Context: an optimization exercise on an open-source flow, tuned for small area. The choices shown serve that exercise and are no tape-out recipe. In this exercise RTL edits were held to simulation tests only and were not proved equivalent to the original.

==> build 11 <==
==> flow/design.v (excerpt) <==
module fast_detector #(
    parameter int IMG_WIDTH  = 32,
    parameter int IMG_HEIGHT = 24,
    parameter int EDGE       = 4,
    parameter int THRESHOLD  = 20
) (
    input  logic   i_clk,
    input  logic   i_rst_n,
    input  logic   i_valid,
    input  logic   i_start,
    input  logic [7:0]  i_pixel,
    output logic   o_ready,
    output logic   o_start,
    output logic   o_end,
    output logic   o_point_valid,
    output logic [28:0] o_point
);
==> flow/config.mk <==
export PLATFORM = sky130hd
export DESIGN_NAME = fast_detector
export DESIGN_NICKNAME = fast_detector
export VERILOG_FILES = /design/flow/design.v
export SDC_FILE = /design/flow/constraint.sdc
export NUM_CORES = 4
export LEC_CHECK = 0
export CAP_MARGIN = 20
export CORE_MARGIN = 2
export CORE_UTILIZATION = 65
export CTS_BUF_LIST = sky130_fd_sc_hd__clkbuf_16
export CTS_CLUSTER_DIAMETER = 80
export CTS_CLUSTER_SIZE = 28
export PLACE_DENSITY = 0.95
export SLEW_MARGIN = 20
==> flow/constraint.sdc <==
create_clock -name core_clock -period 20.0 [get_ports {i_clk}]
set_input_delay 4.0000 -clock core_clock [delete_from_list [all_inputs] [get_ports {i_clk}]]
set_output_delay 4.0000 -clock core_clock [all_outputs]
set_load 0.01 [all_outputs]
standard.sh (not shown) runs the stock make flow with config.mk's settings and CLKGATE_MAP_FILE= SYNTH_SCRIPT=/design/flow/synth_recipe.tcl, a recipe that flattens the netlist after the stock synthesis.
==> flow/flow/run.sh <==
#!/bin/bash
# Own flow: the standard layout (standard.sh, all ORFS steps and settings
# unchanged) with changes to the synthesis's mapping only:
#  - Yosys's synth runs with -noabc, so the explicit full adder equations of
#    the RTL reach extract_fa as written (no pre-mapping abc -fast pass that
#    inverts them);
#  - extract_fa extracts full adders only, leaving half adders to abc;
set -euo pipefail
W=$PWD
F=$W/flow
sed -e 's/extract_fa {\*}\[dont_use_extract_fa_args\]/extract_fa -fa/' \
    -e "s#  log_cmd abc {\*}\$abc_args#  log_cmd abc {*}[lreplace \$abc_args 1 1 $F/abc_area_relaxed.script]#" \
    "$FLOW_HOME/scripts/synth.tcl" > "$W/own_synth_core.tcl"
grep -q 'extract_fa -fa' "$W/own_synth_core.tcl"
grep -q 'abc_area_relaxed.script' "$W/own_synth_core.tcl"
{
    echo 'proc synth {args} { yosys synth -nofsm -noshare -noabc {*}$args }'
    echo "source $W/own_synth_core.tcl"
    tail -n +3 "$W/synth_recipe.tcl"
} > "$W/own_synth.tcl"
sed "s#SYNTH_SCRIPT=[^ ]*#SYNTH_SCRIPT=$W/own_synth.tcl#" "$W/standard.sh" > "$W/own_standard.sh"
grep -q "SYNTH_SCRIPT=$W/own_synth.tcl" "$W/own_standard.sh"
export CTS_ARGS="-sink_clustering_enable -repair_clock_nets -sink_clustering_size 28 -sink_clustering_max_diameter 80 -buf_list sky130_fd_sc_hd__clkbuf_16 -dont_use_dummy_load"
export BUFFER_PORTS_ARGS="-buffer_cell sky130_fd_sc_hd__buf_1"
bash "$W/own_standard.sh" finish > "$W/own_flow_make.log" 2>&1
==> flow/flow/abc_area_relaxed.script <==
&get -n
&st
&dch
&nf
&st
&syn2
&if -g -K 6
&synch2
&nf
&st
&deepsyn -T 60
&dch -f
&nf -p -R 1000
&put
topo
stime -c
==> inputs of build 87, as changes to build 11 <==
--- a/flow/design.v
+++ b/flow/design.v
@@ -1724,12 +1724,12 @@
     assign c14 = (i_circle.ring[0][6] & kb[6]) | (i_circle.ring[0][6] & c12) | (kb[6] & c12);
     assign s15 = i_circle.ring[0][7] ^ kb[7] ^ c14;
     assign c16 = (i_circle.ring[0][7] & kb[7]) | (i_circle.ring[0][7] & c14) | (kb[7] & c14);
     assign s17 = 1'b0 ^ kb[8] ^ c16;
     assign c18 = (1'b0 & kb[8]) | (1'b0 & c16) | (kb[8] & c16);
-    assign s19 = 1'b0 ^ 1'b1 ^ c18;
-    assign c20 = (1'b0 & 1'b1) | (1'b0 & c18) | (1'b1 & c18);
+    assign s19 = 1'b0 ^ kb[9] ^ c18;
+    assign c20 = (1'b0 & kb[9]) | (1'b0 & c18) | (kb[9] & c18);
     assign z21 = |{s1,s3,s5,s7,s9,s11,s13,s15};
     assign b22 = ~s19 & z21;
     assign nd23 = ~s1;
     assign nd24 = ~s3;
     assign nd25 = ~s5;
@@ -1795,12 +1795,12 @@
     assign c83 = (i_circle.ring[1][6] & kb[6]) | (i_circle.ring[1][6] & c81) | (kb[6] & c81);
     assign s84 = i_circle.ring[1][7] ^ kb[7] ^ c83;
     assign c85 = (i_circle.ring[1][7] & kb[7]) | (i_circle.ring[1][7] & c83) | (kb[7] & c83);
     assign s86 = 1'b0 ^ kb[8] ^ c85;
     assign c87 = (1'b0 & kb[8]) | (1'b0 & c85) | (kb[8] & c85);
-    assign s88 = 1'b0 ^ 1'b1 ^ c87;
-    assign c89 = (1'b0 & 1'b1) | (1'b0 & c87) | (1'b1 & c87);
+    assign s88 = 1'b0 ^ kb[9] ^ c87;
+    assign c89 = (1'b0 & kb[9]) | (1'b0 & c87) | (kb[9] & c87);
     assign z90 = |{s70,s72,s74,s76,s78,s80,s82,s84};
     assign b91 = ~s88 & z90;
     assign nd92 = ~s70;
     assign nd93 = ~s72;
     assign nd94 = ~s74;
@@ -1866,12 +1866,12 @@
     assign c152 = (i_circle.ring[2][6] & kb[6]) | (i_circle.ring[2][6] & c150) | (kb[6] & c150);
     assign s153 = i_circle.ring[2][7] ^ kb[7] ^ c152;
     assign c154 = (i_circle.ring[2][7] & kb[7]) | (i_circle.ring[2][7] & c152) | (kb[7] & c152);
     assign s155 = 1'b0 ^ kb[8] ^ c154;
     assign c156 = (1'b0 & kb[8]) | (1'b0 & c154) | (kb[8] & c154);
-    assign s157 = 1'b0 ^ 1'b1 ^ c156;
-    assign c158 = (1'b0 & 1'b1) | (1'b0 & c156) | (1'b1 & c156);
+    assign s157 = 1'b0 ^ kb[9] ^ c156;
+    assign c158 = (1'b0 & kb[9]) | (1'b0 & c156) | (kb[9] & c156);
     assign z159 = |{s139,s141,s143,s145,s147,s149,s151,s153};
     assign b160 = ~s157 & z159;
     assign nd161 = ~s139;
     assign nd162 = ~s141;
     assign nd163 = ~s143;
@@ -1937,12 +1937,12 @@
     assign c221 = (i_circle.ring[3][6] & kb[6]) | (i_circle.ring[3][6] & c219) | (kb[6] & c219);
     assign s222 = i_circle.ring[3][7] ^ kb[7] ^ c221;
     assign c223 = (i_circle.ring[3][7] & kb[7]) | (i_circle.ring[3][7] & c221) | (kb[7] & c221);
     assign s224 = 1'b0 ^ kb[8] ^ c223;
     assign c225 = (1'b0 & kb[8]) | (1'b0 & c223) | (kb[8] & c223);
-    assign s226 = 1'b0 ^ 1'b1 ^ c225;
-    assign c227 = (1'b0 & 1'b1) | (1'b0 & c225) | (1'b1 & c225);
+    assign s226 = 1'b0 ^ kb[9] ^ c225;
+    assign c227 = (1'b0 & kb[9]) | (1'b0 & c225) | (kb[9] & c225);
     assign z228 = |{s208,s210,s212,s214,s216,s218,s220,s222};
     assign b229 = ~s226 & z228;
     assign nd230 = ~s208;
     assign nd231 = ~s210;
     assign nd232 = ~s212;
@@ -2008,12 +2008,12 @@
     assign c290 = (i_circle.ring[4][6] & kb[6]) | (i_circle.ring[4][6] & c288) | (kb[6] & c288);
     assign s291 = i_circle.ring[4][7] ^ kb[7] ^ c290;
     assign c292 = (i_circle.ring[4][7] & kb[7]) | (i_circle.ring[4][7] & c290) | (kb[7] & c290);
     assign s293 = 1'b0 ^ kb[8] ^ c292;
     assign c294 = (1'b0 & kb[8]) | (1'b0 & c292) | (kb[8] & c292);
-    assign s295 = 1'b0 ^ 1'b1 ^ c294;
-    assign c296 = (1'b0 & 1'b1) | (1'b0 & c294) | (1'b1 & c294);
+    assign s295 = 1'b0 ^ kb[9] ^ c294;
+    assign c296 = (1'b0 & kb[9]) | (1'b0 & c294) | (kb[9] & c294);
     assign z297 = |{s277,s279,s281,s283,s285,s287,s289,s291};
     assign b298 = ~s295 & z297;
     assign nd299 = ~s277;
     assign nd300 = ~s279;
     assign nd301 = ~s281;
@@ -2079,12 +2079,12 @@
     assign c359 = (i_circle.ring[5][6] & kb[6]) | (i_circle.ring[5][6] & c357) | (kb[6] & c357);
     assign s360 = i_circle.ring[5][7] ^ kb[7] ^ c359;
     assign c361 = (i_circle.ring[5][7] & kb[7]) | (i_circle.ring[5][7] & c359) | (kb[7] & c359);
     assign s362 = 1'b0 ^ kb[8] ^ c361;
     assign c363 = (1'b0 & kb[8]) | (1'b0 & c361) | (kb[8] & c361);
-    assign s364 = 1'b0 ^ 1'b1 ^ c363;
-    assign c365 = (1'b0 & 1'b1) | (1'b0 & c363) | (1'b1 & c363);
+    assign s364 = 1'b0 ^ kb[9] ^ c363;
+    assign c365 = (1'b0 & kb[9]) | (1'b0 & c363) | (kb[9] & c363);
     assign z366 = |{s346,s348,s350,s352,s354,s356,s358,s360};
     assign b367 = ~s364 & z366;
     assign nd368 = ~s346;
     assign nd369 = ~s348;
     assign nd370 = ~s350;
@@ -2150,12 +2150,12 @@
     assign c428 = (i_circle.ring[6][6] & kb[6]) | (i_circle.ring[6][6] & c426) | (kb[6] & c426);
     assign s429 = i_circle.ring[6][7] ^ kb[7] ^ c428;
     assign c430 = (i_circle.ring[6][7] & kb[7]) | (i_circle.ring[6][7] & c428) | (kb[7] & c428);
     assign s431 = 1'b0 ^ kb[8] ^ c430;
     assign c432 = (1'b0 & kb[8]) | (1'b0 & c430) | (kb[8] & c430);
-    assign s433 = 1'b0 ^ 1'b1 ^ c432;
-    assign c434 = (1'b0 & 1'b1) | (1'b0 & c432) | (1'b1 & c432);
+    assign s433 = 1'b0 ^ kb[9] ^ c432;
+    assign c434 = (1'b0 & kb[9]) | (1'b0 & c432) | (kb[9] & c432);
     assign z435 = |{s415,s417,s419,s421,s423,s425,s427,s429};
     assign b436 = ~s433 & z435;
     assign nd437 = ~s415;
     assign nd438 = ~s417;
     assign nd439 = ~s419;
@@ -2221,12 +2221,12 @@
     assign c497 = (i_circle.ring[7][6] & kb[6]) | (i_circle.ring[7][6] & c495) | (kb[6] & c495);
     assign s498 = i_circle.ring[7][7] ^ kb[7] ^ c497;
     assign c499 = (i_circle.ring[7][7] & kb[7]) | (i_circle.ring[7][7] & c497) | (kb[7] & c497);
     assign s500 = 1'b0 ^ kb[8] ^ c499;
     assign c501 = (1'b0 & kb[8]) | (1'b0 & c499) | (kb[8] & c499);
-    assign s502 = 1'b0 ^ 1'b1 ^ c501;
-    assign c503 = (1'b0 & 1'b1) | (1'b0 & c501) | (1'b1 & c501);
+    assign s502 = 1'b0 ^ kb[9] ^ c501;
+    assign c503 = (1'b0 & kb[9]) | (1'b0 & c501) | (kb[9] & c501);
     assign z504 = |{s484,s486,s488,s490,s492,s494,s496,s498};
     assign b505 = ~s502 & z504;
     assign nd506 = ~s484;
     assign nd507 = ~s486;
     assign nd508 = ~s488;
@@ -2292,12 +2292,12 @@
     assign c566 = (i_circle.ring[8][6] & kb[6]) | (i_circle.ring[8][6] & c564) | (kb[6] & c564);
     assign s567 = i_circle.ring[8][7] ^ kb[7] ^ c566;
     assign c568 = (i_circle.ring[8][7] & kb[7]) | (i_circle.ring[8][7] & c566) | (kb[7] & c566);
     assign s569 = 1'b0 ^ kb[8] ^ c568;
     assign c570 = (1'b0 & kb[8]) | (1'b0 & c568) | (kb[8] & c568);
-    assign s571 = 1'b0 ^ 1'b1 ^ c570;
-    assign c572 = (1'b0 & 1'b1) | (1'b0 & c570) | (1'b1 & c570);
+    assign s571 = 1'b0 ^ kb[9] ^ c570;
+    assign c572 = (1'b0 & kb[9]) | (1'b0 & c570) | (kb[9] & c570);
     assign z573 = |{s553,s555,s557,s559,s561,s563,s565,s567};
     assign b574 = ~s571 & z573;
     assign nd575 = ~s553;
     assign nd576 = ~s555;
     assign nd577 = ~s557;
@@ -2363,12 +2363,12 @@
     assign c635 = (i_circle.ring[9][6] & kb[6]) | (i_circle.ring[9][6] & c633) | (kb[6] & c633);
     assign s636 = i_circle.ring[9][7] ^ kb[7] ^ c635;
     assign c637 = (i_circle.ring[9][7] & kb[7]) | (i_circle.ring[9][7] & c635) | (kb[7] & c635);
     assign s638 = 1'b0 ^ kb[8] ^ c637;
     assign c639 = (1'b0 & kb[8]) | (1'b0 & c637) | (kb[8] & c637);
-    assign s640 = 1'b0 ^ 1'b1 ^ c639;
-    assign c641 = (1'b0 & 1'b1) | (1'b0 & c639) | (1'b1 & c639);
+    assign s640 = 1'b0 ^ kb[9] ^ c639;
+    assign c641 = (1'b0 & kb[9]) | (1'b0 & c639) | (kb[9] & c639);
     assign z642 = |{s622,s624,s626,s628,s630,s632,s634,s636};
     assign b643 = ~s640 & z642;
     assign nd644 = ~s622;
     assign nd645 = ~s624;
     assign nd646 = ~s626;
@@ -2434,12 +2434,12 @@
     assign c704 = (i_circle.ring[10][6] & kb[6]) | (i_circle.ring[10][6] & c702) | (kb[6] & c702);
     assign s705 = i_circle.ring[10][7] ^ kb[7] ^ c704;
     assign c706 = (i_circle.ring[10][7] & kb[7]) | (i_circle.ring[10][7] & c704) | (kb[7] & c704);
     assign s707 = 1'b0 ^ kb[8] ^ c706;
     assign c708 = (1'b0 & kb[8]) | (1'b0 & c706) | (kb[8] & c706);
-    assign s709 = 1'b0 ^ 1'b1 ^ c708;
-    assign c710 = (1'b0 & 1'b1) | (1'b0 & c708) | (1'b1 & c708);
+    assign s709 = 1'b0 ^ kb[9] ^ c708;
+    assign c710 = (1'b0 & kb[9]) | (1'b0 & c708) | (kb[9] & c708);
     assign z711 = |{s691,s693,s695,s697,s699,s701,s703,s705};
     assign b712 = ~s709 & z711;
     assign nd713 = ~s691;
     assign nd714 = ~s693;
     assign nd715 = ~s695;
@@ -2505,12 +2505,12 @@
     assign c773 = (i_circle.ring[11][6] & kb[6]) | (i_circle.ring[11][6] & c771) | (kb[6] & c771);
     assign s774 = i_circle.ring[11][7] ^ kb[7] ^ c773;
     assign c775 = (i_circle.ring[11][7] & kb[7]) | (i_circle.ring[11][7] & c773) | (kb[7] & c773);
     assign s776 = 1'b0 ^ kb[8] ^ c775;
     assign c777 = (1'b0 & kb[8]) | (1'b0 & c775) | (kb[8] & c775);
-    assign s778 = 1'b0 ^ 1'b1 ^ c777;
-    assign c779 = (1'b0 & 1'b1) | (1'b0 & c777) | (1'b1 & c777);
+    assign s778 = 1'b0 ^ kb[9] ^ c777;
+    assign c779 = (1'b0 & kb[9]) | (1'b0 & c777) | (kb[9] & c777);
     assign z780 = |{s760,s762,s764,s766,s768,s770,s772,s774};
     assign b781 = ~s778 & z780;
     assign nd782 = ~s760;
     assign nd783 = ~s762;
     assign nd784 = ~s764;
@@ -2576,12 +2576,12 @@
     assign c842 = (i_circle.ring[12][6] & kb[6]) | (i_circle.ring[12][6] & c840) | (kb[6] & c840);
     assign s843 = i_circle.ring[12][7] ^ kb[7] ^ c842;
     assign c844 = (i_circle.ring[12][7] & kb[7]) | (i_circle.ring[12][7] & c842) | (kb[7] & c842);
     assign s845 = 1'b0 ^ kb[8] ^ c844;
     assign c846 = (1'b0 & kb[8]) | (1'b0 & c844) | (kb[8] & c844);
-    assign s847 = 1'b0 ^ 1'b1 ^ c846;
-    assign c848 = (1'b0 & 1'b1) | (1'b0 & c846) | (1'b1 & c846);
+    assign s847 = 1'b0 ^ kb[9] ^ c846;
+    assign c848 = (1'b0 & kb[9]) | (1'b0 & c846) | (kb[9] & c846);
     assign z849 = |{s829,s831,s833,s835,s837,s839,s841,s843};
     assign b850 = ~s847 & z849;
     assign nd851 = ~s829;
     assign nd852 = ~s831;
     assign nd853 = ~s833;
@@ -2647,12 +2647,12 @@
     assign c911 = (i_circle.ring[13][6] & kb[6]) | (i_circle.ring[13][6] & c909) | (kb[6] & c909);
     assign s912 = i_circle.ring[13][7] ^ kb[7] ^ c911;
     assign c913 = (i_circle.ring[13][7] & kb[7]) | (i_circle.ring[13][7] & c911) | (kb[7] & c911);
     assign s914 = 1'b0 ^ kb[8] ^ c913;
     assign c915 = (1'b0 & kb[8]) | (1'b0 & c913) | (kb[8] & c913);
-    assign s916 = 1'b0 ^ 1'b1 ^ c915;
-    assign c917 = (1'b0 & 1'b1) | (1'b0 & c915) | (1'b1 & c915);
+    assign s916 = 1'b0 ^ kb[9] ^ c915;
+    assign c917 = (1'b0 & kb[9]) | (1'b0 & c915) | (kb[9] & c915);
     assign z918 = |{s898,s900,s902,s904,s906,s908,s910,s912};
     assign b919 = ~s916 & z918;
     assign nd920 = ~s898;
     assign nd921 = ~s900;
     assign nd922 = ~s902;
@@ -2718,12 +2718,12 @@
     assign c980 = (i_circle.ring[14][6] & kb[6]) | (i_circle.ring[14][6] & c978) | (kb[6] & c978);
     assign s981 = i_circle.ring[14][7] ^ kb[7] ^ c980;
     assign c982 = (i_circle.ring[14][7] & kb[7]) | (i_circle.ring[14][7] & c980) | (kb[7] & c980);
     assign s983 = 1'b0 ^ kb[8] ^ c982;
     assign c984 = (1'b0 & kb[8]) | (1'b0 & c982) | (kb[8] & c982);
-    assign s985 = 1'b0 ^ 1'b1 ^ c984;
-    assign c986 = (1'b0 & 1'b1) | (1'b0 & c984) | (1'b1 & c984);
+    assign s985 = 1'b0 ^ kb[9] ^ c984;
+    assign c986 = (1'b0 & kb[9]) | (1'b0 & c984) | (kb[9] & c984);
     assign z987 = |{s967,s969,s971,s973,s975,s977,s979,s981};
     assign b988 = ~s985 & z987;
     assign nd989 = ~s967;
     assign nd990 = ~s969;
     assign nd991 = ~s971;
@@ -2789,12 +2789,12 @@
     assign c1049 = (i_circle.ring[15][6] & kb[6]) | (i_circle.ring[15][6] & c1047) | (kb[6] & c1047);
     assign s1050 = i_circle.ring[15][7] ^ kb[7] ^ c1049;
     assign c1051 = (i_circle.ring[15][7] & kb[7]) | (i_circle.ring[15][7] & c1049) | (kb[7] & c1049);
     assign s1052 = 1'b0 ^ kb[8] ^ c1051;
     assign c1053 = (1'b0 & kb[8]) | (1'b0 & c1051) | (kb[8] & c1051);
-    assign s1054 = 1'b0 ^ 1'b1 ^ c1053;
-    assign c1055 = (1'b0 & 1'b1) | (1'b0 & c1053) | (1'b1 & c1053);
+    assign s1054 = 1'b0 ^ kb[9] ^ c1053;
+    assign c1055 = (1'b0 & kb[9]) | (1'b0 & c1053) | (kb[9] & c1053);
     assign z1056 = |{s1036,s1038,s1040,s1042,s1044,s1046,s1048,s1050};
     assign b1057 = ~s1054 & z1056;
     assign nd1058 = ~s1036;
     assign nd1059 = ~s1038;
     assign nd1060 = ~s1040;
--- a/flow/flow/run.sh
+++ b/flow/flow/run.sh
@@ -18,8 +18,8 @@
     echo "source $W/own_synth_core.tcl"
     tail -n +3 "$W/synth_recipe.tcl"
 } > "$W/own_synth.tcl"
 sed "s#SYNTH_SCRIPT=[^ ]*#SYNTH_SCRIPT=$W/own_synth.tcl#" "$W/standard.sh" > "$W/own_standard.sh"
 grep -q "SYNTH_SCRIPT=$W/own_synth.tcl" "$W/own_standard.sh"
-export CTS_ARGS="-sink_clustering_enable -repair_clock_nets -sink_clustering_size 28 -sink_clustering_max_diameter 80 -buf_list sky130_fd_sc_hd__clkbuf_16 -dont_use_dummy_load"
+export CTS_ARGS="-sink_clustering_enable -repair_clock_nets -sink_clustering_size 28 -sink_clustering_max_diameter 90 -buf_list sky130_fd_sc_hd__clkbuf_16 -dont_use_dummy_load"
 export BUFFER_PORTS_ARGS="-buffer_cell sky130_fd_sc_hd__buf_1"
 bash "$W/own_standard.sh" finish > "$W/own_flow_make.log" 2>&1
==> flow/flow/abc_area_relaxed.script (replaced) <==
&get -n
&st
&dch
&nf
&st
&syn2
&if -g -K 6
&synch2
&nf
&st
&syn2
&if -g -K 6
&synch2
&nf
&st
&dch -f
&nf -a
&st
&dch -f
&nf -p -R 100
&put
topo
stime -c
--- a/flow/config.mk
+++ b/flow/config.mk
@@ -7,9 +7,9 @@
 export LEC_CHECK = 0
 export CAP_MARGIN = 20
 export CORE_MARGIN = 2
 export CORE_UTILIZATION = 65
 export CTS_BUF_LIST = sky130_fd_sc_hd__clkbuf_16
-export CTS_CLUSTER_DIAMETER = 80
+export CTS_CLUSTER_DIAMETER = 90
 export CTS_CLUSTER_SIZE = 28
-export PLACE_DENSITY = 0.95
+export PLACE_DENSITY = 0.85
 export SLEW_MARGIN = 20
==> qor summary <==
	build 11	build 87
Routed WL	125 mm	136 mm
Routed met2 length	60.9 mm	67.9 mm
Vias after detailed routing	24500	25800
Fraction of post-synthesis cell area in the top cell type by area	0.791	0.785
Post-layout nets	3071	3228
Relative area of non-clock buffer cells in the final design	0.00715	0.00676
Overall track demand over capacity in global routing	0.290	0.314
Post-detailed-placement half-perimeter wirelength	83.9 mm	92.3 mm
Share of the core filled with cells	0.694	0.696
Capturing point of the worst reg2reg path	i_fast_border_mask.score_q[5]	i_fast_border_mask.score_q[4]
Crit path to	i_fast_border_mask.score_q[5]	i_fast_border_mask.score_q[4]
Post-route met1 wirelength	49.4 mm	48.3 mm
Number of non-filler instances in the completed layout	3880	4038
Cell depth of the worst flop-to-flop path	27	36
Proportion of synthesized chip area in sequential cells	0.798	0.792
Core area	0.0850 mm²	0.0853 mm²
Status	timing/DRC/antenna clean	timing/DRC/antenna clean
Hold Path Sink	i_fast_window.chain_a1[473]	i_fast_window.chain_a1[166]
Die Width	296 µm	298 µm
Unique cell type count in the Yosys netlist	45	50
Post-Synthesis Cell Area	0.0556 mm²	0.0560 mm²

## separate check: timing with driven ports
The results above use ideal ports. As a check the final layouts listed here were re-extracted and re-timed, cells and wires unchanged.
Step 1 sets driving cells, clkbuf_16 on the clock port and buf_2 on the other inputs (assumed; they add their load-dependent delay and slew).
Step 2 adds t to the input delays and takes it off the output delays; t is the mean of the earliest and latest rising clock arrival at the registers after step 1. Input paths then give back, and output paths get back, about the clock's delay inside the block.
a / b / c = ideal / step 1 / step 2; a / b = the first two.
run	t (ns)	slack for setup (ns)	worst register clock-pin slew, ns
build 11	0.713	7.382 / 7.382 / 7.382	0.12 / 0.12
build 87	0.714	5.952 / 5.952 / 5.952	0.11 / 0.11
After both steps every run listed still meets setup and hold.
